Context: an optimization exercise on an open-source flow, tuned for small area and a short achievable clock period. The choices shown serve that exercise and are no tape-out recipe.
Function was checked by simulation only, so behaviour that the tests miss may differ from the original.
Power is estimated from default activity; no workload was simulated.

==> flow/design.v <==
`timescale 1ns / 1ps
package bpcq_pkg;
   localparam int unsigned LEVEL_W  = 8;
   localparam int unsigned TIME_W   = 32;
   localparam int unsigned COUNT_W  = 16;
   localparam int unsigned CSR_IDX_W = 2;
   localparam int unsigned NUM_BUTTONS_DEF = 8;
   localparam int unsigned QUEUE_DEPTH_DEF = 16;
   localparam logic OP_SCAN = 1'b0;
   localparam logic OP_POP  = 1'b1;
   localparam logic [CSR_IDX_W-1:0] CSR_SHORT_TICKS   = 2'd0;
   localparam logic [CSR_IDX_W-1:0] CSR_LONG_TICKS    = 2'd1;
   localparam logic [CSR_IDX_W-1:0] CSR_BEEP_TICKS    = 2'd2;
   localparam logic [CSR_IDX_W-1:0] CSR_GATHER_WINDOW = 2'd3;
   localparam logic [COUNT_W-1:0] SHORT_TICKS_RST   = 16'd5;
   localparam logic [COUNT_W-1:0] LONG_TICKS_RST    = 16'd100;
   localparam logic [COUNT_W-1:0] BEEP_TICKS_RST    = 16'd10;
   localparam logic [COUNT_W-1:0] GATHER_WINDOW_RST = 16'd100;
   typedef struct packed {
      logic               op;
      logic [LEVEL_W-1:0] buttons_high;
      logic [TIME_W-1:0]  now_ms;
   } req_type;
   typedef struct packed {
      logic               beep_start;
      logic               beep_stop;
      logic               event_queued;
      logic               event_dropped;
      logic               pop_valid;
      logic [LEVEL_W-1:0] pop_mask;
      logic               pop_long;
   } rsp_type;
   typedef struct packed {
      logic [COUNT_W-1:0] short_ticks;
      logic [COUNT_W-1:0] long_ticks;
      logic [COUNT_W-1:0] beep_ticks;
      logic [COUNT_W-1:0] gather_window_ms;
   } cfg_type;
   typedef struct packed {
      logic               long_flag;
      logic [LEVEL_W-1:0] mask;
   } entry_type;
   typedef struct packed {
      logic      valid;
      entry_type entry;
   } push_type;
   typedef struct packed {
      logic empty;
      logic full;
   } qstat_type;
   typedef struct packed {
      logic beep_start;
      logic beep_stop;
      logic event_queued;
      logic event_dropped;
   } scan_flags_type;
endpackage
`timescale 1ns / 1ps
module bpcq_pre (
   input  logic [31:0] last,
   input  logic [15:0] win,
   input  logic [3:0]  head,
   input  logic [3:0]  tail,
   input  logic        full_ff,
   output logic [15:0] last_hi1,
   output logic [15:0] e_lo,
   output logic        e_wrap,
   output logic        win_zero,
   output logic [3:0]  head_p1,
   output logic [3:0]  tail_p1,
   output logic        to_full,
   output logic        empty,
   output logic        full
);
   assign last_hi1       = last[31:16] + 16'd1;
   assign {e_wrap, e_lo} = {1'b0, last[15:0]} + {1'b0, win};
   assign win_zero       = (win == 16'd0);
   assign head_p1        = (head == 4'd14) ? 4'd0 : head + 4'd1;
   assign tail_p1        = (tail == 4'd14) ? 4'd0 : tail + 4'd1;
   assign to_full        = (head_p1 == tail);
   assign empty          = (head == tail) && !full_ff;
   assign full           = full_ff;
endmodule
`timescale 1ns / 1ps
`timescale 1ns / 1ps
module button_press_classifier_queue_unit (
   input  logic        clock,
   input  logic        reset,
   input  logic        req_valid,
   output logic        req_stall,
   input  logic [40:0] req_payload_bits,
   output logic        rsp_valid,
   input  logic        rsp_stall,
   output logic [13:0] rsp_payload_bits,
   input  logic        csr_valid,
   output logic        csr_ready,
   input  logic [1:0]  csr_index,
   input  logic [15:0] csr_wdata
);
   logic        op;
   logic [7:0]  lvl;
   logic [31:0] now;
   assign op  = req_payload_bits[40];
   assign lvl = req_payload_bits[39:32];
   assign now = req_payload_bits[31:0];
   logic rsp_valid_ff, req_fire, scan_en, pop_en;
   assign req_stall = rsp_valid_ff && rsp_stall;
   assign req_fire  = req_valid && !req_stall;
   assign scan_en   = req_fire && !op;
   assign pop_en    = req_fire && op;
   assign csr_ready = 1'b1;
   assign rsp_valid = rsp_valid_ff;
   always_ff @(posedge clock) begin
      if (reset) rsp_valid_ff <= 1'b0;
      else       rsp_valid_ff <= req_fire || (rsp_valid_ff && rsp_stall);
   end
   logic [15:0] nsm1_ff, nlong_ff, beep_t_ff, win_ff;
   always_ff @(posedge clock) begin
      if (reset) begin
         nsm1_ff   <= -16'd5;
         nlong_ff  <= ~16'd100;
         beep_t_ff <= 16'd10;
         win_ff    <= 16'd100;
      end else if (csr_valid) begin
         case (csr_index)
            2'd0: nsm1_ff   <= -csr_wdata;
            2'd1: nlong_ff  <= ~csr_wdata;
            2'd2: beep_t_ff <= csr_wdata;
            default: win_ff <= csr_wdata;
         endcase
      end
   end
   logic        short_nz;
   logic [7:0]  ge_min, ge_long, rose;
   assign short_nz = (nsm1_ff != 16'd0);
   for (genvar i = 0; i < 8; i++) begin : g_lane
      logic [15:0] hold_ff;
      logic        g_s, p_s, g_l, p_l;
      always_comb begin
         logic [15:0] gs, ps, gl, pl;
         gs = hold_ff & nsm1_ff;
         ps = hold_ff | nsm1_ff;
         gl = hold_ff & nlong_ff;
         pl = hold_ff | nlong_ff;
         for (int w = 1; w < 16; w = w * 2) begin
            for (int j = 2 * w - 1; j < 16; j = j + 2 * w) begin
               gs[j] = gs[j] | (ps[j] & gs[j-w]);
               ps[j] = ps[j] & ps[j-w];
               gl[j] = gl[j] | (pl[j] & gl[j-w]);
               pl[j] = pl[j] & pl[j-w];
            end
         end
         g_s = gs[15];
         p_s = ps[15];
         g_l = gl[15];
         p_l = pl[15];
      end
      assign ge_long[i] = g_l || p_l;
      assign ge_min[i]  = !short_nz || g_s || ge_long[i];
      assign rose[i]    = !lvl[i] && short_nz && p_s && !g_s;
      logic [16:0] ones;
      logic        inc_en, clr;
      always_comb begin
         ones[0] = 1'b1;
         for (int k = 0; k < 16; k++) ones[k+1] = ones[k] & hold_ff[k];
      end
      assign inc_en = scan_en && !lvl[i] && !ones[16];
      assign clr    = reset || (scan_en && lvl[i]);
      always_ff @(posedge clock) begin
         if (clr) hold_ff <= '0;
         else     hold_ff <= hold_ff ^ ({16{inc_en}} & ones[15:0]);
      end
   end
   logic [15:0] beep_ff;
   logic        beep_le1, start, beep_stop;
   assign beep_le1  = (beep_ff[15:1] == 15'd0);
   assign beep_stop = (beep_ff == 16'd1);
   assign start     = beep_le1 && (rose != 8'd0);
   always_ff @(posedge clock) begin
      if (reset) begin
         beep_ff <= '0;
      end else if (scan_en) begin
         beep_ff <= start ? beep_t_ff : (beep_le1 ? 16'd0 : beep_ff - 16'd1);
      end
   end
   logic [7:0]  pmask_ff, mask, mm;
   logic        plong_ff, lm, mask_any, fire, quiet;
   logic [31:0] last_ff;
   logic [3:0]  head_ff, tail_ff, head_p1, tail_p1;
   logic        full_ff, to_full, empty, full;
   logic [15:0] last_hi1, e_lo;
   logic        e_wrap, win_zero;
   bpcq_pre u_pre (
      .last     (last_ff),
      .win      (win_ff),
      .head     (head_ff),
      .tail     (tail_ff),
      .full_ff  (full_ff),
      .last_hi1 (last_hi1),
      .e_lo     (e_lo),
      .e_wrap   (e_wrap),
      .win_zero (win_zero),
      .head_p1  (head_p1),
      .tail_p1  (tail_p1),
      .to_full  (to_full),
      .empty    (empty),
      .full     (full)
   );
   assign mask     = lvl & ge_min;
   assign mask_any = (mask != 8'd0);
   assign mm       = pmask_ff | mask;
   assign lm       = plong_ff | ((lvl & ge_long) != 8'd0);
   logic [15:0] now_lo, now_hi, g1, p1, g2, p2;
   logic        ge_lo, ge_end, hi_zero, lo_in;
   assign now_lo = now[15:0];
   assign now_hi = now[31:16];
   always_comb begin
      g1 = now_lo & ~last_ff[15:0];
      p1 = now_lo | ~last_ff[15:0];
      g2 = now_lo & ~e_lo;
      p2 = now_lo | ~e_lo;
      for (int w = 1; w < 16; w = w * 2) begin
         for (int j = 2 * w - 1; j < 16; j = j + 2 * w) begin
            g1[j] = g1[j] | (p1[j] & g1[j-w]);
            p1[j] = p1[j] & p1[j-w];
            g2[j] = g2[j] | (p2[j] & g2[j-w]);
            p2[j] = p2[j] & p2[j-w];
         end
      end
      ge_lo   = g1[15] | p1[15];
      ge_end  = g2[15] | p2[15];
      hi_zero = ge_lo ? (now_hi == last_ff[31:16]) : (now_hi == last_hi1);
      lo_in   = e_wrap ? (ge_lo | !ge_end) : (ge_lo & !ge_end);
      quiet   = !(hi_zero && lo_in);
   end
   assign fire = mask_any ? win_zero : ((pmask_ff != 8'd0) && quiet);
   always_ff @(posedge clock) begin
      if (reset) begin
         pmask_ff <= '0;
         plong_ff <= 1'b0;
         head_ff  <= '0;
         tail_ff  <= '0;
         full_ff  <= 1'b0;
      end else begin
         if (scan_en) begin
            pmask_ff <= fire ? 8'd0 : mm;
            plong_ff <= fire ? 1'b0 : lm;
            if (fire && !full) begin
               head_ff <= head_p1;
               full_ff <= to_full;
            end
         end
         if (pop_en && !empty) begin
            tail_ff <= tail_p1;
            full_ff <= 1'b0;
         end
      end
   end
   always_ff @(posedge clock) begin
      if (scan_en && !reset && mask_any) last_ff <= now;
   end
   logic [8:0] mem [0:14];
   logic [8:0] rd_slot [0:15];
   logic [8:0] rd_entry;
   always_ff @(posedge clock) begin
      if (!full) mem[head_ff] <= {lm, mm};
   end
   always_comb begin
      for (int k = 0; k < 15; k++) rd_slot[k] = mem[k];
      rd_slot[15] = mem[14];
   end
   assign rd_entry = rd_slot[tail_ff];
   logic       bs_ff, bp_ff, eq_ff, ed_ff, pv_ff;
   logic [8:0] pop_ff;
   always_ff @(posedge clock) begin
      if (!req_stall) begin
         bs_ff  <= !op && start;
         bp_ff  <= !op && beep_stop;
         eq_ff  <= !op && fire && !full;
         ed_ff  <= !op && fire && full;
         pv_ff  <= op && !empty;
         pop_ff <= (op && !empty) ? {rd_entry[7:0], rd_entry[8]} : 9'd0;
      end
   end
   assign rsp_payload_bits = {bs_ff, bp_ff, eq_ff, ed_ff, pv_ff, pop_ff};
endmodule
==> flow/flow/run.sh <==
#!/bin/bash
# Own layout flow: the standard ORFS layout (standard.sh, with its
# unchanged synthesis), with these layout knobs changed on make's command
# line:
#  - the setup repair margin, so that repair_timing works towards the
#    period the design can reach rather than stopping 5 ns short of 10.5 ns;
#  - the port buffer cell: a plain buffer instead of the delay buffer that
#    buffer_ports picks by default. Every port is still buffered;
#  - clock tree synthesis: clkbuf_8 buffers in larger sink clusters and no
#    dummy loads. The clock still reaches every register through buffers.
# The full make output goes to run_flow.log in the work folder; ORFS's own
# per-step logs stay under orfs/logs.
set -euo pipefail
MARGIN=${OWN_SETUP_MARGIN:-6.0}
CTS="-sink_clustering_enable -repair_clock_nets -dont_use_dummy_load"
CTS="$CTS -buf_list sky130_fd_sc_hd__clkbuf_8"
CTS="$CTS -sink_clustering_size 16 -sink_clustering_max_diameter 50"
bash standard.sh \
  "SETUP_SLACK_MARGIN=${MARGIN}" \
  "BUFFER_PORTS_ARGS=-buffer_cell sky130_fd_sc_hd__buf_2" \
  "CTS_ARGS=${CTS}" \
  finish > run_flow.log 2>&1
==> flow/standard.sh <==
#!/bin/bash
# synth_recipe.tcl (not shown) runs the flow's synth.tcl, then flattens the netlist and writes it again
# the make line also repeats each setting of config.mk as NAME=value (left out here)
make -C /OpenROAD-flow-scripts/flow DESIGN_CONFIG=/design/flow/config.mk WORK_HOME=/design/flow/orfs CLKGATE_MAP_FILE= SYNTH_SCRIPT=/design/flow/synth_recipe.tcl "${@:-finish}"
==> flow/config.mk <==
export PLATFORM = sky130hd
export DESIGN_NAME = button_press_classifier_queue_unit
export DESIGN_NICKNAME = button_press_classifier_queue_unit
export VERILOG_FILES = /design/flow/design.v
export SDC_FILE = /design/flow/constraint.sdc
export NUM_CORES = 4
export LEC_CHECK = 0
export CAP_MARGIN = 20
export CORE_MARGIN = 2
export CORE_UTILIZATION = 40
export SLEW_MARGIN = 20
export SYNTH_HIERARCHICAL = 1
==> flow/constraint.sdc <==
create_clock -name core_clock -period 10.5 [get_ports {clock}]
set_input_delay 2.1000 -clock core_clock [delete_from_list [all_inputs] [get_ports {clock}]]
set_output_delay 2.1000 -clock core_clock [all_outputs]
set_load 0.01 [all_outputs]
==> Flow_metrics.wiki, run 1 <==
{| class="wikitable"
! Metric !! Value
|-
| Run status || finished clean
|-
| Buffers on Ports || 79
|-
| Main flop type after synthesis || dfxtp_1
|-
| Number of antenna violations at the first check in global routing || 4
|-
| Fraction of synthesis flops using an asynchronous set or reset pin || 0%
|-
| Total power divided by cell area || 120 nW/um2
|-
| Worst-path fanout max || 2
|-
| Count of flip-flops with a built-in enable after synthesis || 181
|-
| Maximum clock skew at final layout || 0.107 ns
|-
| Critical path class || primary input to output port
|-
| Synthesized Nets || 2754
|-
| Reported leakage power || 8.75 nW
|-
| Area share of the largest cell type after synthesis || 23.7%
|-
| Clock latency on the worst-skew pair || 0.68 ns
|-
| Internal Power || 2.17 mW
|-
| DRT Pass-1 Iters || 6
|-
| First-pass GRT wire length || 107000 um
|-
| Path type of the worst min-delay path || flip-flop to flip-flop
|-
| WP data arrival || 2.39 ns
|-
| Via density || 6.00
|-
| CTS tree || yes
|-
| Post-synthesis to final-layout area growth || 6.78%
|-
| Library cell with the largest summed area after synthesis || edfxtp_1
|-
| Final wirelength || 68900 um
|-
| # DRC || 0
|-
| Highest Clock Rate || 222 MHz
|-
| Worst slew slack as a fraction of its limit || 22.1%
|-
| Register bit count reported by yosys || 408
|-
| Setup crit start kind || primary input
|-
| All-layer global routing usage || 22.6%
|-
| Sw power || 0.771 mW
|-
| Commonest non-fill, non-tap cells in the layout || nor2_1 (372), nand2_1 (276), dfxtp_1 (222), edfxtp_1 (181), a21oi_1 (132)
|-
| Fraction of power spent switching nets || 26.2%
|-
| Cells on Worst Hold Path || 2
|-
| Placed wire-length estimate || 45900 um
|-
| Number of global-route vias before repair || 19100
|-
| Setup WS post-layout || 6.01 ns
|-
| Number of nets in the layout || 2708
|-
| Peak VDD IR || 94.5 uV
|-
| Max-slew violation count || 0
|-
| Post-Synthesis Mean Instance Area || 8.62 um2
|-
| Clock-pin slew of the registers on the worst-case setup and hold paths || 0.05 ns
|-
| Maxcap violations || 0
|-
| Final TNS setup || 0 ns
|-
| Horizontal die dimension || 243 um
|-
| Area inside the core boundary || 56500 um2
|-
| Hold slack final || 0.458 ns
|-
| Sequential Power Share || 57.6%
|-
| Wire length per cell after detailed routing || 20.4 um
|-
| Pre-CTS worst setup slack || 5.32 ns
|-
| RSZ-0062 raised after global routing || yes
|-
| Tmin final || 4.49 ns
|-
| Syn Std Cell Area || 22900 um2
|-
| Part of the total power dissipated in combinational logic || 10.5%
|-
| Clock buffer count from CTS || 47
|-
| Die area || 59300 um2
|-
| Final hold violation count || 0
|-
| Cell count of the worst reg-to-reg path || 18
|-
| WP data required || 8.40 ns
|-
| Area taken by flip-flops and latches || 9990 um2
|-
| Final Setup Violations || 0
|-
| Final weighted congestion in routability-driven placement || 0.916
|-
| Most common cell after layout, fill and taps aside || nor2_1
|-
| Pin slew with the least headroom to its limit || 1.17 ns
|-
| Clock Tree Buf Depth || 3
|-
| Area used by multi-input combinational logic || 11800 um2
|-
| Via count of the routed design || 20200
|-
| Total grt overflow || 0
|-
| Critical path capture point type || output port
|-
| Cell types with the largest area share after synthesis || edfxtp_1 (24%), dfxtp_1 (20%), nor2_1 (6.1%), nand2_1 (4.5%), xor2_1 (3.7%)
|-
| FP Rows || 87
|-
| CTS H-Tree Depth || 2
|-
| Number of ports placed on the die boundary || 81
|-
| Final critical-path share of the clock period || 42.8%
|-
| Count of warnings emitted by yosys || 8
|-
| Root buffer selected by CTS || clkbuf_8
|-
| Initial standard-cell utilization of the core || 40.6%
|-
| Share of total power in the clock network || 31.9%
|-
| Maximum number of pins on one net before global-route repair || 64
|-
| Share of the yosys chip area belonging to registers || 43.5%
|-
| Number of instances in the synthesized netlist || 2661
|-
| Antenna violation net count after detailed routing || 0
|-
| Total of fill cells in the finished design || 5448
|-
| Share of layout cells above drive strength 1 || 9.64%
|-
| CTS Sinks || 408
|-
| Y dimension of the die || 243 um
|-
| Number of distinct library cells after synthesis || 94
|-
| Starting DRT DRC Count || 2002
|}
[power by group through the flow]
stage	clock network (mW)	registers, mW	logic (mW)
final	0.938	1.69	0.308
after global routing	1.02	1.69	0.338
after CTS	0.971	1.69	0.301
after detailed placement	0	1.73	0.298
after global placement	0	1.73	0.292
after floorplan	0	1.71	0.214
[per-stage QoR]
step                      instances  area, um2  power (mW)  util (%)
final                          3371      24500        2.94      43.3
after global routing           3370      24500        3.05      43.3
after CTS                      3363      24300        2.96      43.1
after detailed placement       3311      23600        2.02      41.8
after global placement         3311      23600        2.02      41.8
after floorplan                2661      22900        1.93         -
[worst max-delay path, stage by stage]
cell and delay, ns:
buf_8 0.10, nand2_8 0.05, inv_4 0.03, buf_6 0.11
[per-module statistics from Yosys, one instance, submodules excluded]
module	cell area [um2]	cells inside	copies in the design
bpcq_pre	1340	197	1
button_press_classifier_queue_unit	21600	2464	1
[Yosys cell counts, drive strengths merged (9+ instances only)]
cell type	instances
nand4	45
maj3	12
ha	28
a22oi	80
a22o	17
o31ai	10
o21ai	95
dfxtp	227
nor4	36
and4	16
mux2i	21
inv	65
or2	9
o211ai	58
a211oi	44
xnor2	74
or3	11
clkbuf	147
nor2b	29
a31oi	19
edfxtp	181
xor2	97
and3	21
a21oi	133
nand2b	30
o22ai	83
nand3	79
o221ai	10
nor3	91
buf	85
nand2	277
a221oi	19
and2	13
nor2	374
[flip-flops by register name, indices dropped and copies added (netlist names), 4 cells and up]
name            cells
mem               135
g_lane.hold_ff    128
last_ff            32
beep_ff            16
beep_t_ff          16
nlong_ff           16
nsm1_ff            16
win_ff             16
pop_ff              9
pmask_ff            8
head_ff             4
tail_ff             4
[kinds of logic after synthesis]
family                   Yosys count  synth area share, %
AO/OA/AOI/OAI                    658                 19.6
XOR/XNOR                         171                 6.53
adder cells (fa/ha/maj)           41                 2.14
buffers and inverters            298                 5.57
flip-flops                       408                 43.5
multiplexers                      29                 1.38
other                              1               0.0164
AND/OR/NAND/NOR                 1055                 21.2
[metal layers]
metal	global-route usage [%]	routed length, um
met2	36.1	31300
met3	3.69	5390
met5	0	35
met1	30.5	29600
met4	8.81	2630
[layout make-up]
class | instances | share of cell area [%]
multi-input combinational | 1955 | 48.1
timing repair buffer | 137 | 3.53
tap | 756 | 3.86
inverter | 66 | 1.02
antenna | 2 | 0.0204
clock buffer | 47 | 2.64
sequential | 408 | 40.8
[final timing paths]
path / start / end / slack, ns
hold reg to reg: beep_t_ff[7]$_SDFFE_PP0P_ / beep_t_ff[7]$_SDFFE_PP0P_ / 0.46
setup reg to reg: last_ff[0]$_DFFE_PP_ / pmask_ff[0]$_SDFFE_PP0P_ / 6.05
setup / recovery: rsp_stall / req_stall / 6.01
hold / removal: beep_t_ff[7]$_SDFFE_PP0P_ / beep_t_ff[7]$_SDFFE_PP0P_ / 0.46
[what timing repair did]
action,CTS,global route
endpoints found under the setup margin,16,17
pin swaps,5,15
buffers inserted,5,5
gates resized for setup,8,19
hold buffers,0,0
==> run 2, diff against run 1 <==
--- a/flow/design.v
+++ b/flow/design.v
@@ -57,29 +57,28 @@
 endpackage
 `timescale 1ns / 1ps
 module bpcq_pre (
-   input  logic [31:0] last,
+   input  logic [15:0] last_lo,
    input  logic [15:0] win,
-   input  logic [3:0]  head,
-   input  logic [3:0]  tail,
-   input  logic        full_ff,
-   output logic [15:0] last_hi1,
    output logic [15:0] e_lo,
-   output logic        e_wrap,
-   output logic        win_zero,
-   output logic [3:0]  head_p1,
-   output logic [3:0]  tail_p1,
-   output logic        to_full,
-   output logic        empty,
-   output logic        full
+   output logic        e_wrap
 );
-   assign last_hi1       = last[31:16] + 16'd1;
-   assign {e_wrap, e_lo} = {1'b0, last[15:0]} + {1'b0, win};
-   assign win_zero       = (win == 16'd0);
-   assign head_p1        = (head == 4'd14) ? 4'd0 : head + 4'd1;
-   assign tail_p1        = (tail == 4'd14) ? 4'd0 : tail + 4'd1;
-   assign to_full        = (head_p1 == tail);
-   assign empty          = (head == tail) && !full_ff;
-   assign full           = full_ff;
+   logic [15:0] g, p, x;
+   always_comb begin
+      g = last_lo & win;
+      p = last_lo | win;
+      x = p & ~g;
+      for (int w = 1; w < 16; w = w * 2) begin
+         for (int j = 0; j < 16; j++) begin
+            if ((j / w) % 2 == 1) begin
+               g[j] = g[j] | (p[j] & g[(j / w) * w - 1]);
+               p[j] = p[j] & p[(j / w) * w - 1];
+            end
+         end
+      end
+      e_lo[0] = x[0];
+      for (int j = 1; j < 16; j++) e_lo[j] = x[j] ^ g[j-1];
+      e_wrap = g[15];
+   end
 endmodule
 `timescale 1ns / 1ps
 `timescale 1ns / 1ps
@@ -188,33 +187,35 @@
    logic [31:0] last_ff;
    logic [3:0]  head_ff, tail_ff, head_p1, tail_p1;
    logic        full_ff, to_full, empty, full;
-   logic [15:0] last_hi1, e_lo;
+   logic [15:0] e_lo;
    logic        e_wrap, win_zero;
    bpcq_pre u_pre (
-      .last     (last_ff),
+      .last_lo  (last_ff[15:0]),
       .win      (win_ff),
-      .head     (head_ff),
-      .tail     (tail_ff),
-      .full_ff  (full_ff),
-      .last_hi1 (last_hi1),
       .e_lo     (e_lo),
-      .e_wrap   (e_wrap),
-      .win_zero (win_zero),
-      .head_p1  (head_p1),
-      .tail_p1  (tail_p1),
-      .to_full  (to_full),
-      .empty    (empty),
-      .full     (full)
+      .e_wrap   (e_wrap)
    );
+   assign win_zero = (win_ff == 16'd0);
+   assign head_p1  = (head_ff == 4'd14) ? 4'd0 : head_ff + 4'd1;
+   assign tail_p1  = (tail_ff == 4'd14) ? 4'd0 : tail_ff + 4'd1;
+   assign to_full  = (head_p1 == tail_ff);
+   assign empty    = (head_ff == tail_ff) && !full_ff;
+   assign full     = full_ff;
    assign mask     = lvl & ge_min;
    assign mask_any = (mask != 8'd0);
    assign mm       = pmask_ff | mask;
    assign lm       = plong_ff | ((lvl & ge_long) != 8'd0);
-   logic [15:0] now_lo, now_hi, g1, p1, g2, p2;
-   logic        ge_lo, ge_end, hi_zero, lo_in;
+   logic [15:0] now_lo, now_hi, g1, p1, g2, p2, hd;
+   logic [16:0] inc_m;
+   logic        ge_lo, ge_end, hi_eq0, hi_eq1, hi_zero, lo_in;
    assign now_lo = now[15:0];
    assign now_hi = now[31:16];
    always_comb begin
+      inc_m[0] = 1'b1;
+      for (int k = 0; k < 16; k++) inc_m[k+1] = inc_m[k] & last_ff[16+k];
+      hd     = now_hi ^ last_ff[31:16];
+      hi_eq0 = (hd == 16'd0);
+      hi_eq1 = (hd == inc_m[15:0]);
       g1 = now_lo & ~last_ff[15:0];
       p1 = now_lo | ~last_ff[15:0];
       g2 = now_lo & ~e_lo;
@@ -229,7 +230,7 @@
       end
       ge_lo   = g1[15] | p1[15];
       ge_end  = g2[15] | p2[15];
-      hi_zero = ge_lo ? (now_hi == last_ff[31:16]) : (now_hi == last_hi1);
+      hi_zero = ge_lo ? hi_eq0 : hi_eq1;
       lo_in   = e_wrap ? (ge_lo | !ge_end) : (ge_lo & !ge_end);
       quiet   = !(hi_zero && lo_in);
    end
==> run 2 against run 1 <==
- sequential power about the same
- critical path depth unchanged
- clock skew decreased by 0.018 ns
- power increased by 0.87%
- via count decreased by 1.5%
- sequential share of layout area about the same
- global-route usage increased by 0.44 points
- first-iteration DRC count increased by 2.1%
- hold slack improved by 0.0029 ns
- critical path type unchanged
- largest cell class unchanged
==> Flow_metrics.wiki, run 2 <==
{| class="wikitable"
! Metric !! Value
|-
| Run status || finished clean
|-
| Peak VDD IR || 89.7 uV
|-
| Final hold violation count || 0
|-
| Via count of the routed design || 19900
|-
| Main flop type after synthesis || dfxtp_1
|-
| Register bit count reported by yosys || 408
|-
| Number of ports placed on the die boundary || 81
|-
| Maximum number of pins on one net before global-route repair || 61
|-
| Hold slack final || 0.461 ns
|-
| Most common cell after layout, fill and taps aside || nor2_1
|-
| Library cell with the largest summed area after synthesis || edfxtp_1
|-
| Ranking of synthesized cells by instance count || nor2_1 (340), nand2_1 (242), dfxtp_1 (227)
|-
| Wire length per cell after detailed routing || 21.0 um
|-
| Number of instances in the synthesized netlist || 2604
|-
| Highest Clock Rate || 223 MHz
|-
| Root buffer selected by CTS || clkbuf_8
|-
| Number of distinct library cells after synthesis || 95
|-
| Area of all placed cells without fillers || 24500 um2
|-
| Total grt overflow || 0
|-
| Clock-pin slew of the registers on the worst-case setup and hold paths || 0.08 ns
|-
| Cell count of the worst reg-to-reg path || 18
|-
| Area taken by flip-flops and latches || 9980 um2
|-
| WP data arrival || 2.39 ns
|-
| Final Setup Violations || 0
|-
| Starting DRT DRC Count || 2045
|-
| Share of layout cells above drive strength 1 || 10.1%
|-
| Worst-path fanout max || 2
|-
| Largest registers || mem: 135 flops, g_lane.hold_ff: 128 flops, last_ff: 32 flops
|-
| Clock Tree Buf Depth || 3
|-
| Met3 global-route usage || 3.68%
|-
| Horizontal die dimension || 242 um
|-
| Die area || 58700 um2
|-
| Count of flip-flops with a built-in enable after synthesis || 181
|-
| Path type of the worst min-delay path || flip-flop to flip-flop
|-
| DRT Pass-1 Iters || 9
|-
| Share of the yosys chip area belonging to registers || 43.9%
|-
| Post-Route Utilization || 43.5%
|-
| Pin slew with the least headroom to its limit || 1.38 ns
|-
| Maxcap violations || 0
|-
| # DRC || 0
|-
| Placed wire-length estimate || 46400 um
|-
| Tmin final || 4.49 ns
|-
| Worst slew slack as a fraction of its limit || 7.28%
|-
| Area share of the largest cell type after synthesis || 23.9%
|-
| Count of warnings emitted by yosys || 9
|-
| Most flop-heavy register || mem
|-
| Clock buffer count from CTS || 48
|-
| RSZ-0062 raised after global routing || yes
|-
| WP data required || 8.40 ns
|-
| Routing usage on met2 || 37.3%
|-
| GRT busiest layer || met2
|-
| Total of fill cells in the finished design || 5554
|-
| Number of antenna violations at the first check in global routing || 9
|-
| Cell types with the largest area share after synthesis || edfxtp_1 (24%), dfxtp_1 (20%), nor2_1 (5.6%), nand2_1 (4.0%), xor2_1 (3.2%)
|-
| Area used by multi-input combinational logic || 11600 um2
|-
| Critical path capture point type || output port
|-
| CTS H-Tree Depth || 2
|-
| Area after DPL || 23500 um2
|-
| Syn Std Cell Area || 22700 um2
|-
| Synthesized Nets || 2712
|-
| First-pass GRT wire length || 108000 um
|-
| Setup crit start kind || primary input
|-
| Number of nets in the layout || 2665
|-
| Final critical-path share of the clock period || 42.8%
|-
| Initial standard-cell utilization of the core || 40.4%
|-
| Clock latency on the worst-skew pair || 0.68 ns
|-
| Buffers on Ports || 79
|-
| Final weighted congestion in routability-driven placement || 0.898
|-
| Dominant cell by count in the synthesized netlist || nor2_1
|-
| Max-slew violation count || 0
|-
| Number of global-route vias before repair || 18400
|-
| Final wirelength || 69600 um
|-
| Critical path class || primary input to output port
|-
| Reported leakage power || 8.56 nW
|-
| FP Rows || 87
|-
| Y dimension of the die || 242 um
|-
| Area inside the core boundary || 56300 um2
|-
| Pwr Total || 2.96 mW
|-
| Post-synthesis to final-layout area growth || 7.60%
|-
| Final TNS setup || 0 ns
|-
| Cells on Worst Hold Path || 2
|-
| Post-Synthesis Mean Instance Area || 8.73 um2
|-
| Fraction of synthesis flops using an asynchronous set or reset pin || 0%
|-
| Commonest non-fill, non-tap cells in the layout || nor2_1 (336), nand2_1 (241), dfxtp_1 (225), edfxtp_1 (181), o22ai_1 (102)
|-
| CTS tree || yes
|-
| Via density || 5.99
|-
| Total power divided by cell area || 121 nW/um2
|-
| Flip-flop count of the largest register after layout || 135
|-
| Grt met1 use || 30.5%
|-
| All-layer global routing usage || 23.0%
|-
| Maximum clock skew at final layout || 0.0886 ns
|-
| Antenna violation net count after detailed routing || 0
|-
| CTS Sinks || 408
|}
==> run 2: cell count changes after synthesis, sizes merged, moves of 11 or more <==
cell	previous run	this run
a21oi	133	98
nand2	277	242
nor2	374	340
inv	65	95
clkbuf	147	175
buf	85	60
o22ai	83	102
o21ai	95	77
nand4	45	30
and4	16	3
xor2	97	84
ha	28	40
a222oi	7	18
nand3	79	90
==> run 2: worst paths after layout <==
check,from,to,slack (ns)
setup / recovery,rsp_stall,req_stall,6.01
hold reg to reg,beep_t_ff[8]$_SDFFE_PP0P_,beep_t_ff[8]$_SDFFE_PP0P_,0.46
hold / removal,beep_t_ff[8]$_SDFFE_PP0P_,beep_t_ff[8]$_SDFFE_PP0P_,0.46
setup reg to reg,last_ff[0]$_DFFE_PP_,head_ff[0]$_SDFFE_PP0P_,6.16
==> run 2: repair_timing <==
item / CTS / global route
pin swaps: 14 / 12
setup endpoints to repair: 17 / 52
resized for setup: 21 / 15
setup buffers: 9 / 2
hold buffers: 0 / 0
==> run 2: modules after synthesis, one instance, submodules excluded <==
module / area, um2 / cells / times used
button_press_classifier_queue_unit: 21800 / 2488 / 1
bpcq_pre: 952 / 116 / 1
==> run 2: logic make-up after synthesis <==
kind of cell	Yosys count	share of synthesized area, %
simple gates	985	20.1
compound gates	642	19.9
flops	408	43.9
buf+inv	331	5.78
xor+xnor	155	6.01
fa+ha+maj	54	2.99
mux	28	1.33
other cells	1	0.0165
==> run 2: per-stage QoR <==
stage | instances | worst slack [ns]
floorplan | 2604 | 6.05
global placement | 3251 | 5.62
detailed placement | 3252 | 5.44
finish | 3321 | 6.01
CTS | 3309 | 6.00
global route | 3321 | 5.96
==> run 2: power by group <==
| group | switching (mW) | total (mW) | leakage (nW) | internal (mW) |
|---|---|---|---|---|
| clock network | 0.555 | 0.958 | 0.345 | 0.404 |
| registers | 0.0303 | 1.70 | 3.60 | 1.67 |
| logic | 0.201 | 0.308 | 4.62 | 0.107 |
==> run 2: final cells by class <==
cell class	count	share of cell area (%)
multi-input combinational	1865	47.5
inverter	96	1.48
timing repair buffer	138	3.56
antenna	10	0.102
tap	756	3.87
sequential	408	40.8
clock buffer	48	2.70
==> run 2: worst max-delay path, stage by stage <==
cell     delay, ns
buf_8         0.10
nand2_8       0.05
inv_4         0.03
buf_6         0.10
==> run 2: metal layers <==
layer	routed length [um]	part of all wire (%)
met5	0	0
met2	32700	47
met4	2220	3.2
met3	5580	8.0
met1	29100	42
==> run 3, diff against run 2 <==
==> flow/flow/run.sh (replaced) <==
#!/bin/bash
# Own layout flow: the standard ORFS layout (standard.sh, with its
# unchanged synthesis), with these layout knobs changed on make's command
# line:
#  - the setup repair margin, so that repair_timing works towards the
#    period the design can reach rather than stopping 5 ns short of 10.5 ns;
#  - the port buffer cell: a plain buffer instead of the delay buffer that
#    buffer_ports picks by default. Every port is still buffered;
#  - clock tree synthesis: clkbuf_4 and clkbuf_8 buffers in small sink clusters and no
#    dummy loads. The clock still reaches every register through buffers.
# The full make output goes to run_flow.log in the work folder; ORFS's own
# per-step logs stay under orfs/logs.
set -euo pipefail
MARGIN=${OWN_SETUP_MARGIN:-6.0}
CTS="-sink_clustering_enable -repair_clock_nets -dont_use_dummy_load"
CTS="$CTS -buf_list {sky130_fd_sc_hd__clkbuf_4 sky130_fd_sc_hd__clkbuf_8}"
CTS="$CTS -sink_clustering_size 12 -sink_clustering_max_diameter 45"
bash standard.sh \
  "SETUP_SLACK_MARGIN=${MARGIN}" \
  "BUFFER_PORTS_ARGS=-buffer_cell sky130_fd_sc_hd__buf_1" \
  "CTS_ARGS=${CTS}" \
  finish > run_flow.log 2>&1
==> run 3 against run 2 <==
- clock-buffer cell count grew 11
- clock power grew 12%
- sequential share of layout area is essentially flat
- largest cell class unchanged
- global-route usage is essentially flat
- sequential power is essentially flat
- power grew 3.6%
- design area is essentially flat
- area after synthesis is the same
- largest power group unchanged
- still clean
==> Flow_metrics.wiki, run 3 <==
{| class="wikitable"
! Metric !! Value
|-
| Syn Std Cell Area || 22700 um2
|-
| Worst slew slack as a fraction of its limit || 23.6%
|-
| Post-synthesis to final-layout area growth || 7.68%
|-
| Critical path class || primary input to output port
|-
| Via count of the routed design || 19800
|-
| Number of nets in the layout || 2682
|-
| Starting DRT DRC Count || 1851
|-
| Number of instances in the synthesized netlist || 2604
|-
| Total power divided by cell area || 125 nW/um2
|-
| Cell types with the largest area share after synthesis || edfxtp_1 (24%), dfxtp_1 (20%), nor2_1 (5.6%), nand2_1 (4.0%), xor2_1 (3.2%)
|-
| DRT Pass-1 Iters || 6
|-
| Library cell with the largest summed area after synthesis || edfxtp_1
|-
| Root buffer selected by CTS || clkbuf_8
|-
| Placed wire-length estimate || 46300 um
|-
| Initial standard-cell utilization of the core || 40.4%
|-
| Post-Synthesis Mean Instance Area || 8.73 um2
|-
| Final wirelength || 69800 um
|-
| Pin slew with the least headroom to its limit || 1.14 ns
|-
| WP data arrival || 2.40 ns
|-
| Number of distinct library cells after synthesis || 95
|-
| CTS H-Tree Depth || 2
|-
| Critical path capture point type || output port
|-
| Clock buffer count from CTS || 59
|-
| Main flop type after synthesis || dfxtp_1
|-
| Maxcap violations || 0
|-
| Final Setup Violations || 0
|-
| Hold slack final || 0.459 ns
|-
| Reported leakage power || 8.44 nW
|-
| Commonest non-fill, non-tap cells in the layout || nor2_1 (336), nand2_1 (241), dfxtp_1 (225), edfxtp_1 (181), o22ai_1 (102)
|-
| Y dimension of the die || 242 um
|-
| Final critical-path share of the clock period || 42.9%
|-
| Area taken by flip-flops and latches || 9980 um2
|-
| CTS tree || yes
|-
| Share of layout cells above drive strength 1 || 7.58%
|-
| Clock latency on the worst-skew pair || 0.69 ns
|-
| Horizontal die dimension || 242 um
|-
| Fraction of synthesis flops using an asynchronous set or reset pin || 0%
|-
| Dominant cell by count in the synthesized netlist || nor2_1
|-
| Peak VDD IR || 85.2 uV
|-
| Area inside the core boundary || 56300 um2
|-
| Flip-flop count of the largest register after layout || 135
|-
| Setup crit start kind || primary input
|-
| All-layer global routing usage || 23.0%
|-
| CTS Sinks || 408
|-
| Total of fill cells in the finished design || 5471
|-
| Area share of the largest cell type after synthesis || 23.9%
|-
| # DRC || 0
|-
| Count of flip-flops with a built-in enable after synthesis || 181
|-
| Number of global-route vias before repair || 18700
|-
| Most flop-heavy register || mem
|-
| Most common cell after layout, fill and taps aside || nor2_1
|-
| Die area || 58700 um2
|-
| Final TNS setup || 0 ns
|-
| Tmin final || 4.50 ns
|-
| Synthesized Nets || 2712
|-
| Register bit count reported by yosys || 408
|-
| Post-Route Utilization || 43.5%
|-
| Maximum number of pins on one net before global-route repair || 61
|-
| Clock-pin slew of the registers on the worst-case setup and hold paths || 0.07 ns
|-
| Highest Clock Rate || 222 MHz
|-
| Wire length per cell after detailed routing || 21.0 um
|-
| Largest registers || mem: 135 flops, g_lane.hold_ff: 128 flops, last_ff: 32 flops
|-
| Number of antenna violations at the first check in global routing || 2
|-
| Final hold violation count || 0
|-
| First-pass GRT wire length || 108000 um
|-
| Final weighted congestion in routability-driven placement || 0.917
|-
| Path type of the worst min-delay path || flip-flop to flip-flop
|-
| Max-slew violation count || 0
|-
| Clock Tree Buf Depth || 3
|-
| Number of buffers inserted by hold repair at cts || 0
|-
| Run status || finished clean
|-
| Buffers on Ports || 79
|-
| Maximum clock skew at final layout || 0.0972 ns
|-
| Via density || 5.96
|-
| Number of ports placed on the die boundary || 81
|-
| RSZ-0062 raised after global routing || yes
|-
| FP Rows || 87
|-
| Count of warnings emitted by yosys || 9
|-
| WP data required || 8.40 ns
|-
| Antenna violation net count after detailed routing || 0
|-
| Total grt overflow || 0
|-
| Ranking of synthesized cells by instance count || nor2_1 (340), nand2_1 (242), dfxtp_1 (227)
|-
| Area used by multi-input combinational logic || 11600 um2
|-
| Share of the yosys chip area belonging to registers || 43.9%
|-
| Worst-path fanout max || 2
|}
## run 3: cell counts after synthesis
No cell type changed its count.
## run 3: final cells by class
type | count | area share, %
repair buffers | 144 | 3.32
inverters | 96 | 1.47
diodes | 3 | 0.0307
well taps | 756 | 3.86
clock buffers | 59 | 3.32
multi-input cells | 1865 | 47.2
flip-flops and latches | 408 | 40.8
## run 3: logic make-up after synthesis
group / count (synthesis) / synth area share [%]
mux: 28 / 1.33
buf+inv: 331 / 5.78
xor+xnor: 155 / 6.01
flops: 408 / 43.9
simple gates: 985 / 20.1
compound gates: 642 / 19.9
other cells: 1 / 0.0165
fa+ha+maj: 54 / 2.99
## run 3: modules after synthesis, one instance, submodules excluded
module	area, um2	cells	copies in the design	flops+latches
button_press_classifier_queue_unit	21800	2488	1	408
bpcq_pre	952	116	1	0
## run 3: where the power goes
group          internal (mW)  leakage [nW]  switching [mW]
clock                  0.491         0.424           0.580
combinational          0.103          4.42           0.201
sequential              1.67          3.60          0.0292
total                   2.26          8.44           0.811
## run 3: path summary, 6_finish.rpt
path | from | end | slack [ns] | cells past startpoint
worst min-delay path | beep_t_ff[7]$_SDFFE_PP0P_ | beep_t_ff[7]$_SDFFE_PP0P_ | 0.46 | 2
worst min register to register | beep_t_ff[7]$_SDFFE_PP0P_ | beep_t_ff[7]$_SDFFE_PP0P_ | 0.46 | 2
worst max-delay path | rsp_stall | req_stall | 6.00 | 4
worst max register to register | last_ff[0]$_DFFE_PP_ | head_ff[0]$_SDFFE_PP0P_ | 6.10 | 19
## run 3: layer usage
layer  global-route usage [%]  wire [um]  part of all wire, %
met2                     37.5      32300                   46
met4                     10.4       2660                  3.8
met1                     30.0      29800                   43
met5                        0          0                    0
met3                     3.80       5060                  7.2
## run 3: repair_timing
item | 4_1_cts | 5_1_grt
setup buffers | 11 | 5
gates resized for setup | 19 | 6
pin swaps | 14 | 7
endpoints found under the setup margin | 17 | 49
## run 3: per-stage QoR
stage          total power [mW]  std cells  instance area (um2)  setup WS [ns]
6_report                   3.07       3331                24500           6.00
5_1_grt                    3.19       3330                24500           5.86
4_1_cts                    3.09       3322                24400           6.00
3_5_place_dp               2.02       3252                23400           5.48
3_3_place_gp               2.02       3252                23400           5.59
2_1_floorplan              1.92       2604                22700           6.05
## run 3: critical path, stage by stage
cell and delay [ns]:
buf_6 0.10, nand2_4 0.06, inv_2 0.04, buf_6 0.11
==> run 4, diff against run 3 <==
==> flow/flow/run.sh (replaced) <==
#!/bin/bash
# Own layout flow: the standard ORFS layout (standard.sh, with its
# unchanged synthesis), with these layout knobs changed on make's command
# line:
#  - the setup repair margin, so that repair_timing works towards the
#    period the design can reach rather than stopping 5 ns short of 10.5 ns;
#  - the port buffer cell: a plain buffer instead of the delay buffer that
#    buffer_ports picks by default. Every port is still buffered;
#  - clock tree synthesis: clkbuf_8 buffers at the sinks, clkbuf_4 in the tree, in larger sink clusters and no
#    dummy loads. The clock still reaches every register through buffers.
# The full make output goes to run_flow.log in the work folder; ORFS's own
# per-step logs stay under orfs/logs.
set -euo pipefail
MARGIN=${OWN_SETUP_MARGIN:-6.0}
CTS="-sink_clustering_enable -repair_clock_nets -dont_use_dummy_load"
CTS="$CTS -buf_list sky130_fd_sc_hd__clkbuf_8 -tree_buf sky130_fd_sc_hd__clkbuf_4"
CTS="$CTS -sink_clustering_size 20 -sink_clustering_max_diameter 55"
bash standard.sh \
  "SETUP_SLACK_MARGIN=${MARGIN}" \
  "BUFFER_PORTS_ARGS=-buffer_cell sky130_fd_sc_hd__buf_1" \
  "CTS_ARGS=${CTS}" \
  finish > run_flow.log 2>&1
==> run 4 against run 3 <==
- critical path type is now flip-flop to flip-flop
- critical path depth up 16
- largest power group unchanged
- combinational power about the same
- worst setup slack worse by 0.011 ns
- sequential share of layout area grew 0.43 points
- synthesized cell count is the same
- non-clock buffer count is 3 lower
- clock-buffer cell count fell by 16
- via count shrank 0.46%
- global-route usage decreased by 0.063 points
- cell count fell by 0.60%
- largest cell class unchanged
==> Flow_metrics.wiki, run 4 <==
{| class="wikitable"
! Metric !! Value
|-
| Fraction of synthesis flops using an asynchronous set or reset pin || 0%
|-
| Placed Cells incl. Taps || 3252
|-
| # DRC || 0
|-
| Number of antenna violations at the first check in global routing || 2
|-
| Worst hold path startpoint || beep_t_ff[8]$_SDFFE_PP0P_
|-
| Library cell with the largest summed area after synthesis || edfxtp_1
|-
| Share of the yosys chip area belonging to registers || 43.9%
|-
| Via density || 5.96
|-
| Critical path capture point type || flip-flop
|-
| Worst slew slack as a fraction of its limit || 24.2%
|-
| Final weighted congestion in routability-driven placement || 0.917
|-
| FP Rows || 87
|-
| Register bit count reported by yosys || 408
|-
| Final critical-path share of the clock period || 43.0%
|-
| Max-slew violation count || 0
|-
| Reported leakage power || 8.31 nW
|-
| Number of instances in the synthesized netlist || 2604
|-
| All-layer global routing usage || 23.0%
|-
| Share of layout cells above drive strength 1 || 6.78%
|-
| DRT Pass-1 Iters || 8
|-
| Maximum number of pins on one net before global-route repair || 61
|-
| Most flop-heavy register || mem
|-
| Critical path class || flip-flop to flip-flop
|-
| Final wirelength || 69600 um
|-
| Critical register-to-register path startpoint || last_ff[0]$_DFFE_PP_
|-
| Pin slew with the least headroom to its limit || 1.13 ns
|-
| Number of nets in the layout || 2663
|-
| Buffers on Ports || 79
|-
| Sw power || 0.778 mW
|-
| Non-Filler Instances || 3311
|-
| Die area || 58700 um2
|-
| Peak VDD IR || 89.7 uV
|-
| Syn Std Cell Area || 22700 um2
|-
| Number of global-route vias before repair || 18600
|-
| Final Setup Violations || 0
|-
| Post-Synthesis Mean Instance Area || 8.73 um2
|-
| CTS H-Tree Depth || 2
|-
| Cell count of the worst reg-to-reg path || 20
|-
| Largest stage delay on the critical path || 0.37 ns
|-
| Path type of the worst min-delay path || flip-flop to flip-flop
|-
| Clock Tree Buf Depth || 3
|-
| Via count of the routed design || 19700
|-
| Clock buffer count from CTS || 43
|-
| Starting DRT DRC Count || 1786
|-
| CTS tree || yes
|-
| RSZ-0062 raised after global routing || yes
|-
| Sequential Power Share || 58.2%
|-
| CTS Sinks || 408
|-
| Internal Power || 2.13 mW
|-
| Horizontal die dimension || 242 um
|-
| Clock-pin slew of the registers on the worst-case setup and hold paths || 0.11 ns
|-
| Flip-flop count of the largest register after layout || 135
|-
| Largest registers || mem: 135 flops, g_lane.hold_ff: 128 flops, last_ff: 32 flops
|-
| Maximum clock skew at final layout || 0.0812 ns
|-
| Tmin final || 4.51 ns
|-
| Highest Clock Rate || 222 MHz
|-
| Area taken by flip-flops and latches || 9980 um2
|-
| Minimum setup slack among reg-to-reg paths || 5.99 ns
|-
| Cells on Worst Hold Path || 2
|-
| Antenna violation net count after detailed routing || 0
|-
| Post-synthesis to final-layout area growth || 6.56%
|-
| Final hold violation count || 0
|-
| Placed wire-length estimate || 46300 um
|-
| Commonest non-fill, non-tap cells in the layout || nor2_1 (336), nand2_1 (241), dfxtp_1 (225), edfxtp_1 (181), o22ai_1 (102)
|-
| WP data required || 10.99 ns
|-
| Number of distinct library cells after synthesis || 95
|-
| Most common cell on crit path || buf_4
|-
| Total power divided by cell area || 120 nW/um2
|-
| Cell types with the largest area share after synthesis || edfxtp_1 (24%), dfxtp_1 (20%), nor2_1 (5.6%), nand2_1 (4.0%), xor2_1 (3.2%)
|-
| Number of ports placed on the die boundary || 81
|-
| Y dimension of the die || 242 um
|-
| Number of buffers inserted by hold repair at cts || 0
|-
| Setup crit start kind || flip-flop
|-
| Main flop type after synthesis || dfxtp_1
|-
| Count of flip-flops with a built-in enable after synthesis || 181
|-
| Ranking of synthesized cells by instance count || nor2_1 (340), nand2_1 (242), dfxtp_1 (227)
|-
| Clock latency on the worst-skew pair || 0.66 ns
|-
| Wire length per cell after detailed routing || 21.0 um
|-
| First-pass GRT wire length || 107000 um
|-
| Area inside the core boundary || 56300 um2
|-
| Worst-path fanout max || 7
|-
| Part of the total power dissipated in combinational logic || 10.4%
|-
| Fraction of power spent switching nets || 26.7%
|-
| Worst path top cell family by delay || compound AO/OA/AOI/OAI gates
|-
| Critical-path cell list || ha_1 > inv_1 > fa_2 > o21ba_4 > nor4_4 > o21ai_2 > o21ba_4 > o41a_4 > xnor2_2 > a222oi_1 > buf_4 > o2111a_1 > o41ai_4 > a21o_1 > a31oi_4 > o21ai_2 > buf_4 > nor4b_4 > buf_4 > nor3_1
|-
| Area used by multi-input combinational logic || 11500 um2
|-
| Total grt overflow || 0
|-
| Root buffer selected by CTS || clkbuf_8
|-
| Crit-path slowest cell || o41a_4
|-
| Dominant cell by count in the synthesized netlist || nor2_1
|-
| Buf/Inv on CP || 4
|-
| Initial standard-cell utilization of the core || 40.4%
|-
| Maxcap violations || 0
|-
| Pwr Total || 2.91 mW
|-
| Total of fill cells in the finished design || 5492
|-
| Synthesized Nets || 2712
|-
| Count of warnings emitted by yosys || 9
|-
| Area share of the largest cell type after synthesis || 23.9%
|-
| Most common cell after layout, fill and taps aside || nor2_1
|-
| Run status || finished clean
|-
| Endpoint of the most critical register-to-register path || pmask_ff[4]$_SDFFE_PP0P_
|-
| Share of total power in the clock network || 31.3%
|-
| Final TNS setup || 0 ns
|-
| WP data arrival || 5.01 ns
|-
| End of the worst hold path || beep_t_ff[8]$_SDFFE_PP0P_
|}
[run 4: logic make-up after synthesis]
kind of cell	after synthesis	share of synthesized area [%]
and+or+nand+nor	985	20.1
AOI/OAI and AO/OA	642	19.9
adders and majority gates	54	2.99
other	1	0.0165
xor gates and xnor gates	155	6.01
muxes	28	1.33
DFF	408	43.9
buffers and inverters	331	5.78
[run 4: power by group through the flow]
stage                     Clock (mW)  Sequential (mW)  Combinational (mW)
after global routing           0.990             1.70               0.334
after global placement             0             1.73               0.286
after detailed placement           0             1.73               0.291
after CTS                      0.936             1.69               0.296
final                          0.912             1.69               0.304
after floorplan                    0             1.71               0.208
[run 4: layer usage]
| layer | wire length [um] | up-vias | part of all wire (%) | global-route usage (%) |
|---|---|---|---|---|
| li1 | - | 9323 | - | - |
| met1 | 29800 | 9448 | 43 | 29.9 |
| met2 | 32200 | 795 | 46 | 37.6 |
| met3 | 4910 | 182 | 7.0 | 3.66 |
| met4 | 2740 | 0 | 3.9 | 10.0 |
| met5 | 0 | - | 0 | 0 |
[run 4: how the worst max path moves through the flow]
| stage | endpoint | start | slack (ns) | cells after the start |
|---|---|---|---|---|
| 6_report | pmask_ff[4]$_SDFFE_PP0P_ | last_ff[0]$_DFFE_PP_ | 5.99 | 20 |
| 3_3_place_gp | pmask_ff[0]$_SDFFE_PP0P_ | req_payload_bits[1] | 5.59 | 10 |
| 4_1_cts | req_stall | rsp_stall | 6.00 | 4 |
| 5_1_grt | pmask_ff[3]$_SDFFE_PP0P_ | last_ff[0]$_DFFE_PP_ | 5.72 | 20 |
| 2_1_floorplan | req_stall | rsp_stall | 6.05 | 2 |
| 3_5_place_dp | pmask_ff[4]$_SDFFE_PP0P_ | win_ff[0]$_SDFFE_PP0P_ | 5.48 | 17 |
[run 4: worst min-delay path, delay by kind of cell (launching register included)]
family,cells,cell delay [ns]
AO/OA/AOI/OAI,1,0.05
flip-flops,1,0.33
AND/OR/NAND/NOR,1,0.05
[run 4: per-stage QoR]
step | hold slack (ns) | cell area (um2) | util (%) | setup WS, ns
after floorplan | 0.436 | 22700 | - | 6.05
after global placement | 0.449 | 23400 | 41.6 | 5.59
after detailed placement | 0.450 | 23400 | 41.6 | 5.48
after CTS | 0.466 | 24100 | 42.8 | 6.00
after global routing | 0.480 | 24200 | 43.0 | 5.72
final | 0.466 | 24200 | 43.0 | 5.99
[run 4: final cells by class]
type	count	share of cell area (%)
timing repair buffer	141	3.24
multi-input combinational	1865	47.7
antenna	2	0.0207
inverter	96	1.49
clock buffer	43	2.44
sequential	408	41.2
tap	756	3.91
[run 4: timing repair]
item	4_1_cts	5_1_grt
setup endpoints to repair	16	49
buffers inserted	7	6
resized for setup	11	10
pin swaps	5	12
[run 4: modules after synthesis, one instance, submodules excluded]
module / flops+latches / cells inside / times used
bpcq_pre: 0 / 116 / 1
button_press_classifier_queue_unit: 408 / 2488 / 1
==> run 5, diff against run 4 <==
--- a/flow/flow/run.sh
+++ b/flow/flow/run.sh
@@ -14,7 +14,7 @@
 MARGIN=${OWN_SETUP_MARGIN:-6.0}
 CTS="-sink_clustering_enable -repair_clock_nets -dont_use_dummy_load"
 CTS="$CTS -buf_list sky130_fd_sc_hd__clkbuf_8 -tree_buf sky130_fd_sc_hd__clkbuf_4"
-CTS="$CTS -sink_clustering_size 20 -sink_clustering_max_diameter 55"
+CTS="$CTS -sink_clustering_size 16 -sink_clustering_max_diameter 50"
 bash standard.sh \
   "SETUP_SLACK_MARGIN=${MARGIN}" \
   "BUFFER_PORTS_ARGS=-buffer_cell sky130_fd_sc_hd__buf_1" \
--- a/flow/config.mk
+++ b/flow/config.mk
@@ -8,5 +8,6 @@
 export CAP_MARGIN = 20
 export CORE_MARGIN = 2
 export CORE_UTILIZATION = 40
+export PLACE_DENSITY = 0.75
 export SLEW_MARGIN = 20
 export SYNTH_HIERARCHICAL = 1
==> run 5 against run 4 <==
- cell count down 0.45%
- largest power group unchanged
- global-route usage down 2.2 points
- critical endpoint is now head_ff[0]$_SDFFE_PP0P_
- design area fell by 0.59%
- worst setup slack got worse by 0.035 ns
- die area unchanged
- first-iteration DRC count increased by 36%
- clock power is 5.7% lower
- hold slack got worse by 0.016 ns
- highest routed layer is now met5
- sequential power barely moved
- routed wire length shrank 8.7%
- clock skew fell by 0.0034 ns
==> Flow_metrics.wiki, run 5 <==
{| class="wikitable"
! Metric !! Value
|-
| Final critical-path share of the clock period || 43.3%
|-
| Placed wire-length estimate || 41500 um
|-
| Final TNS setup || 0 ns
|-
| Dominant cell by count in the synthesized netlist || nor2_1
|-
| Max-slew violation count || 0
|-
| Synthesized Nets || 2712
|-
| Post-Synthesis Mean Instance Area || 8.73 um2
|-
| Share of layout cells above drive strength 1 || 6.26%
|-
| Final hold violation count || 0
|-
| Main flop type after synthesis || dfxtp_1
|-
| WP data required || 10.97 ns
|-
| Clock latency on the worst-skew pair || 0.61 ns
|-
| Number of ports placed on the die boundary || 81
|-
| DRT Pass-1 Iters || 11
|-
| RSZ-0062 raised after global routing || yes
|-
| Largest stage delay on the critical path || 0.55 ns
|-
| Maximum number of pins on one net before global-route repair || 61
|-
| Post-synthesis to final-layout area growth || 5.92%
|-
| All-layer global routing usage || 20.7%
|-
| Post-Synth XOR/XNOR Area || 6.01%
|-
| Total grt overflow || 0
|-
| Number of instances in the synthesized netlist || 2604
|-
| Area fraction in compound gates after synthesis || 19.9%
|-
| Final Setup Violations || 0
|-
| Run status || finished clean
|-
| Tmin final || 4.55 ns
|-
| Ranking of synthesized cells by instance count || nor2_1 (340), nand2_1 (242), dfxtp_1 (227)
|-
| WP data arrival || 5.02 ns
|-
| Area inside the core boundary || 56300 um2
|-
| Fraction of synthesis flops using an asynchronous set or reset pin || 0%
|-
| Critical path capture point type || flip-flop
|-
| Total power divided by cell area || 118 nW/um2
|-
| Cell types with the largest area share after synthesis || edfxtp_1 (24%), dfxtp_1 (20%), nor2_1 (5.6%), nand2_1 (4.0%), xor2_1 (3.2%)
|-
| Most flop-heavy register || mem
|-
| Wire length per cell after detailed routing || 19.3 um
|-
| Number of distinct library cells after synthesis || 95
|-
| Crit-path slowest cell || a222oi_1
|-
| CTS H-Tree Depth || 2
|-
| FP Rows || 87
|-
| Maximum clock skew at final layout || 0.0778 ns
|-
| Worst slew slack as a fraction of its limit || 24.5%
|-
| Initial standard-cell utilization of the core || 40.4%
|-
| Share of the yosys chip area belonging to registers || 43.9%
|-
| Setup crit start kind || flip-flop
|-
| Antenna violation net count after detailed routing || 0
|-
| Non-Filler Instances || 3296
|-
| Library cell with the largest summed area after synthesis || edfxtp_1
|-
| Final weighted congestion in routability-driven placement || 0.911
|-
| Number of antenna violations at the first check in global routing || 4
|-
| Count of flip-flops with a built-in enable after synthesis || 181
|-
| First-pass GRT wire length || 98600 um
|-
| Clock-pin slew of the registers on the worst-case setup and hold paths || 0.09 ns
|-
| CTS Sinks || 408
|-
| Highest Clock Rate || 220 MHz
|-
| Register bit count reported by yosys || 408
|-
| Clock buffer count from CTS || 40
|-
| Maxcap violations || 0
|-
| Final wirelength || 63600 um
|-
| Buffers on Ports || 79
|-
| Via count of the routed design || 19800
|-
| Worst-path fanout max || 4
|-
| Number of buffers inserted by hold repair at cts || 0
|-
| Largest family of logic cells by synthesized area || simple AND/OR/NAND/NOR gates
|-
| Root buffer selected by CTS || clkbuf_8
|-
| Placed Cells incl. Taps || 3246
|-
| Portion of netlist area occupied by mux cells || 1.33%
|-
| CTS tree || yes
|-
| Peak VDD IR || 76.1 uV
|-
| Most common cell after layout, fill and taps aside || nor2_1
|-
| Fraction of the mapped netlist area in simple logic gates || 20.1%
|-
| Area share of the largest cell type after synthesis || 23.9%
|-
| Critical path class || flip-flop to flip-flop
|-
| Reported leakage power || 8.22 nW
|-
| Pin slew with the least headroom to its limit || 1.13 ns
|-
| Number of global-route vias before repair || 18000
|-
| Flip-flop count of the largest register after layout || 135
|-
| Path type of the worst min-delay path || flip-flop to flip-flop
|-
| Commonest non-fill, non-tap cells in the layout || nor2_1 (334), nand2_1 (241), dfxtp_1 (225), edfxtp_1 (181), o22ai_1 (102)
|-
| Die area || 58700 um2
|-
| Horizontal die dimension || 242 um
|-
| Via density || 6.00
|-
| # DRC || 0
|-
| Hold slack final || 0.450 ns
|-
| Count of warnings emitted by yosys || 9
|-
| Syn Std Cell Area || 22700 um2
|-
| Clock Tree Buf Depth || 3
|-
| Y dimension of the die || 242 um
|-
| Largest registers || mem: 135 flops, g_lane.hold_ff: 128 flops, last_ff: 32 flops
|-
| Critical-path cell list || ha_1 > inv_1 > fa_2 > o21ba_4 > nor4_4 > o21ai_2 > o21ba_4 > o41a_4 > xnor2_2 > a222oi_1 > o2111a_1 > o41ai_2 > a21o_1 > a31oi_4 > o211ai_1 > mux2_4 > mux2_4
|-
| Post-synthesis adder-cell area fraction || 2.99%
|-
| Number of nets in the layout || 2648
|-
| Starting DRT DRC Count || 2430
|}
==> run 5: cell counts after synthesis <==
Identical to the previous run, type by type.
==> run 5: routing by layer <==
layer  vias up  routed length [um]  global-route usage [%]
li1       9288                   -                       -
met1      9217               26200                    27.5
met2      1067               28000                    32.4
met3       203                6950                    5.12
met4         4                2500                    8.06
met5         -                  29                       0
==> run 5: timing repair <==
item | 4_1_cts | 5_1_grt
pin swaps | 3 | 8
hold endpoints to repair | 0 | 0
setup buffers | 2 | 5
endpoints found under the setup margin | 12 | 18
resized for setup | 9 | 9
==> run 5: path summary, 6_finish.rpt <==
check	slack [ns]	from	cells past startpoint	end
worst max-delay path	5.95	last_ff[0]$_DFFE_PP_	17	head_ff[0]$_SDFFE_PP0P_
worst max register to register	5.95	last_ff[0]$_DFFE_PP_	17	head_ff[0]$_SDFFE_PP0P_
worst min-delay path	0.45	beep_t_ff[5]$_SDFFE_PP0P_	2	beep_ff[5]$_SDFFE_PP0P_
worst min register to register	0.45	beep_t_ff[5]$_SDFFE_PP0P_	2	beep_ff[5]$_SDFFE_PP0P_
==> run 5: modules after synthesis (local to each module, per instance) <==
module | cells | cell area, um2 | copies in the design | flip-flops and latches
button_press_classifier_queue_unit | 2488 | 21800 | 1 | 408
bpcq_pre | 116 | 952 | 1 | 0
==> run 5: worst max-delay path, delay by kind of cell (launching register included) <==
family          cells  cell delay [ns]
fa+ha+maj           2             0.51
buf+inv             1             0.05
xor+xnor            1             0.15
flops               1             0.35
mux                 2             0.62
compound gates     10             2.47
simple gates        1             0.28
==> run 5: final cells by class <==
type,count,area [um2]
Antenna cell,2,5.00
Clock buffer,40,551
Fill cell,5443,32200
Inverter,96,360
Multi-Input combinational cell,1865,11500
Sequential cell,408,9980
Tap cell,756,946
Timing Repair Buffer,129,696
==> run 5: power breakdown <==
group	switching [mW]	leakage [nW]	internal, mW	total (mW)
logic	0.197	4.34	0.100	0.297
clock network	0.519	0.288	0.341	0.860
registers	0.0272	3.60	1.67	1.69
==> run 5: logic make-up after synthesis <==
kind of cell,Yosys count
AO/OA/AOI/OAI,642
XOR/XNOR,155
adder cells (fa/ha/maj),54
buffers and inverters,331
flip-flops,408
multiplexers,28
other,1
AND/OR/NAND/NOR,985
==> run 5: metrics by stage <==
| step | setup WS (ns) | util [%] | area (um2) | power, mW |
|---|---|---|---|---|
| global route | 5.78 | 42.8 | 24100 | 2.95 |
| global placement | 5.64 | 41.5 | 23400 | 2.01 |
| finish | 5.95 | 42.8 | 24100 | 2.85 |
| detailed placement | 5.58 | 41.5 | 23400 | 2.01 |
| CTS | 6.00 | 42.6 | 24000 | 2.85 |
| floorplan | 6.05 | - | 22700 | 1.92 |
==> run 6, diff against run 5 <==
--- a/flow/config.mk
+++ b/flow/config.mk
@@ -8,6 +8,5 @@
 export CAP_MARGIN = 20
 export CORE_MARGIN = 2
 export CORE_UTILIZATION = 40
-export PLACE_DENSITY = 0.75
 export SLEW_MARGIN = 20
 export SYNTH_HIERARCHICAL = 1
==> run 6 against run 5 <==
- still clean
- cell count is 0.67% higher
- design area is 0.93% higher
- combinational power is 2% higher
- worst setup slack better by 0.047 ns
- sequential power hardly changed
- power is 3.9% higher
- synthesized cell count stayed put
==> Flow_metrics.wiki, run 6 <==
{| class="wikitable"
! Metric !! Value
|-
| Fraction of power spent switching nets || 26.6%
|-
| Number of antenna violations at the first check in global routing || 2
|-
| Sequential Power Share || 57.3%
|-
| Total of fill cells in the finished design || 5472
|-
| Path type of the worst min-delay path || flip-flop to flip-flop
|-
| Y dimension of the die || 242 um
|-
| CTS tree || yes
|-
| Worst slew slack as a fraction of its limit || 22.5%
|-
| Area after DPL || 23400 um2
|-
| WP data required || 8.40 ns
|-
| Horizontal die dimension || 242 um
|-
| Placed wire-length estimate || 46300 um
|-
| Main flop type after synthesis || dfxtp_1
|-
| Clock latency on the worst-skew pair || 0.67 ns
|-
| Final wirelength || 69600 um
|-
| Share of total power in the clock network || 32.5%
|-
| Commonest non-fill, non-tap cells in the layout || nor2_1 (336), nand2_1 (241), dfxtp_1 (225), edfxtp_1 (181), o22ai_1 (102)
|-
| Maximum number of pins on one net before global-route repair || 61
|-
| Origin of the worst setup path || rsp_stall
|-
| Die area || 58700 um2
|-
| Via density || 5.98
|-
| Post-Synthesis Mean Instance Area || 8.73 um2
|-
| Total grt overflow || 0
|-
| Critical register-to-register path startpoint || win_ff[0]$_SDFFE_PP0P_
|-
| Clock-pin slew of the registers on the worst-case setup and hold paths || 0.07 ns
|-
| Library cell with the largest summed area after synthesis || edfxtp_1
|-
| Reported leakage power || 8.35 nW
|-
| Internal Power || 2.17 mW
|-
| Count of flip-flops with a built-in enable after synthesis || 181
|-
| Final TNS setup || 0 ns
|-
| Number of ports placed on the die boundary || 81
|-
| Run status || finished clean
|-
| Peak VDD IR || 85.2 uV
|-
| Area used by multi-input combinational logic || 11500 um2
|-
| Post-synthesis to final-layout area growth || 6.91%
|-
| Total power divided by cell area || 122 nW/um2
|-
| Fraction of synthesis flops using an asynchronous set or reset pin || 0%
|-
| Buffers on Ports || 79
|-
| Via count of the routed design || 19900
|-
| Cells on Worst Hold Path || 2
|-
| Clock buffer count from CTS || 48
|-
| Worst-path fanout max || 2
|-
| Sw power || 0.787 mW
|-
| Minimum setup slack among reg-to-reg paths || 6.20 ns
|-
| Number of instances in the synthesized netlist || 2604
|-
| Area taken by flip-flops and latches || 9980 um2
|-
| Critical path capture point type || output port
|-
| Final hold violation count || 0
|-
| Area share of the largest cell type after synthesis || 23.9%
|-
| Wire length per cell after detailed routing || 21.0 um
|-
| Final weighted congestion in routability-driven placement || 0.917
|-
| Area of all placed cells without fillers || 24300 um2
|-
| Number of buffers inserted by hold repair at cts || 0
|-
| Max-slew violation count || 0
|-
| Cell count of the worst reg-to-reg path || 20
|-
| Cell types with the largest area share after synthesis || edfxtp_1 (24%), dfxtp_1 (20%), nor2_1 (5.6%), nand2_1 (4.0%), xor2_1 (3.2%)
|-
| Ranking of synthesized cells by instance count || nor2_1 (340), nand2_1 (242), dfxtp_1 (227)
|-
| Part of the total power dissipated in combinational logic || 10.3%
|-
| CTS Sinks || 408
|-
| Final critical-path share of the clock period || 42.9%
|-
| DRT Pass-1 Iters || 7
|-
| Endpoint of the most critical register-to-register path || pmask_ff[0]$_SDFFE_PP0P_
|-
| RSZ-0062 raised after global routing || yes
|-
| Number of global-route vias before repair || 18600
|-
| Maximum clock skew at final layout || 0.0709 ns
|-
| Setup crit start kind || primary input
|-
| Highest Clock Rate || 222 MHz
|-
| CTS H-Tree Depth || 2
|-
| Antenna violation net count after detailed routing || 0
|-
| Critical path class || primary input to output port
|-
| Starting DRT DRC Count || 1775
|}
## run 6: area by class of cell
cell class                 instances  area share (%)
antenna                            2          0.0206
sequential                       408            41.1
timing repair buffer             143            3.31
multi-input combinational       1865            47.5
inverter                          96            1.48
tap                              756            3.89
clock buffer                      48            2.72
## run 6: worst max path at each step
stage | end | depth (start not counted)
after floorplan | req_stall | 2
after global placement | pmask_ff[0]$_SDFFE_PP0P_ | 10
after detailed placement | pmask_ff[4]$_SDFFE_PP0P_ | 17
after CTS | req_stall | 4
after global routing | pmask_ff[0]$_SDFFE_PP0P_ | 22
final | req_stall | 4
## run 6: cell families (layout without fill, tap and decap cells)
kind of cell / Yosys count / in the layout / synth area share, %
XOR/XNOR: 155 / 155 / 6.01
adder cells (fa/ha/maj): 54 / 54 / 2.99
AND/OR/NAND/NOR: 985 / 985 / 20.1
other: 1 / 3 / 0.0165
AO/OA/AOI/OAI: 642 / 642 / 19.9
multiplexers: 28 / 28 / 1.33
buffers and inverters: 331 / 287 / 5.78
flip-flops: 408 / 408 / 43.9
## run 6: Yosys stat by module (local to each module, per instance)
module,cells,cell area (um2),flip-flops and latches,times used
button_press_classifier_queue_unit,2488,21800,408,1
bpcq_pre,116,952,0,1
## run 6: stage by stage
step	worst slack [ns]	instances	utilization, %	hold slack, ns	power (mW)
2_1_floorplan	6.05	2604	-	0.436	1.92
3_5_place_dp	5.48	3252	41.6	0.450	2.02
6_report	6.00	3318	43.2	0.459	2.96
4_1_cts	6.00	3310	43.0	0.460	2.98
5_1_grt	5.89	3318	43.2	0.472	3.07
3_3_place_gp	5.59	3252	41.6	0.449	2.02
## run 6: repair_timing
item                       CTS  global route
pin swaps                   18             9
setup endpoints to repair   17            48
setup buffers               10             5
gates resized for setup     18             3
## run 6: worst max-delay path: stages
cell     delay (ns)
buf_6          0.10
nand2_4        0.06
inv_2          0.04
buf_6          0.11
## run 6: power groups by stage
stage,Combinational [mW],Sequential (mW),Clock (mW)
after floorplan,0.208,1.71,0
after global placement,0.286,1.73,0
after detailed placement,0.291,1.73,0
after CTS,0.298,1.69,0.990
after global routing,0.334,1.70,1.04
final,0.304,1.70,0.961
## run 6: per-layer routing
layer	routed length, um	track usage [%]
met1	29700	29.9
met2	32200	37.6
met3	4950	3.76
met4	2650	10.1
met5	0	0

## what the ideal ports hide
The flow's constraints put no driver on any port. The routed layouts listed below were extracted and timed again, unchanged, in two steps. Step 1: set_driving_cell puts a clkbuf_16 on clock and a buf_2 on each other input, an assumption about the parent block. Step 2 times the ports against the registers' clock, not the clock port: input delays grow and output delays shrink by t, the midpoint of the rising clock arrivals with the driver on. Three values: no drivers, after step 1, after step 2; two values: the first two.
run	shift t [ns]	setup slack, ns
run 1	0.682	6.005 / 5.963 / 5.390
run 2	0.698	6.009 / 5.966 / 5.587
run 3	0.708	5.998 / 5.966 / 5.555
run 4	0.675	5.987 / 5.966 / 5.603
run 5	0.633	5.951 / 5.951 / 5.561
run 6	0.698	5.998 / 5.966 / 5.601
After both steps every run listed still meets setup and hold.
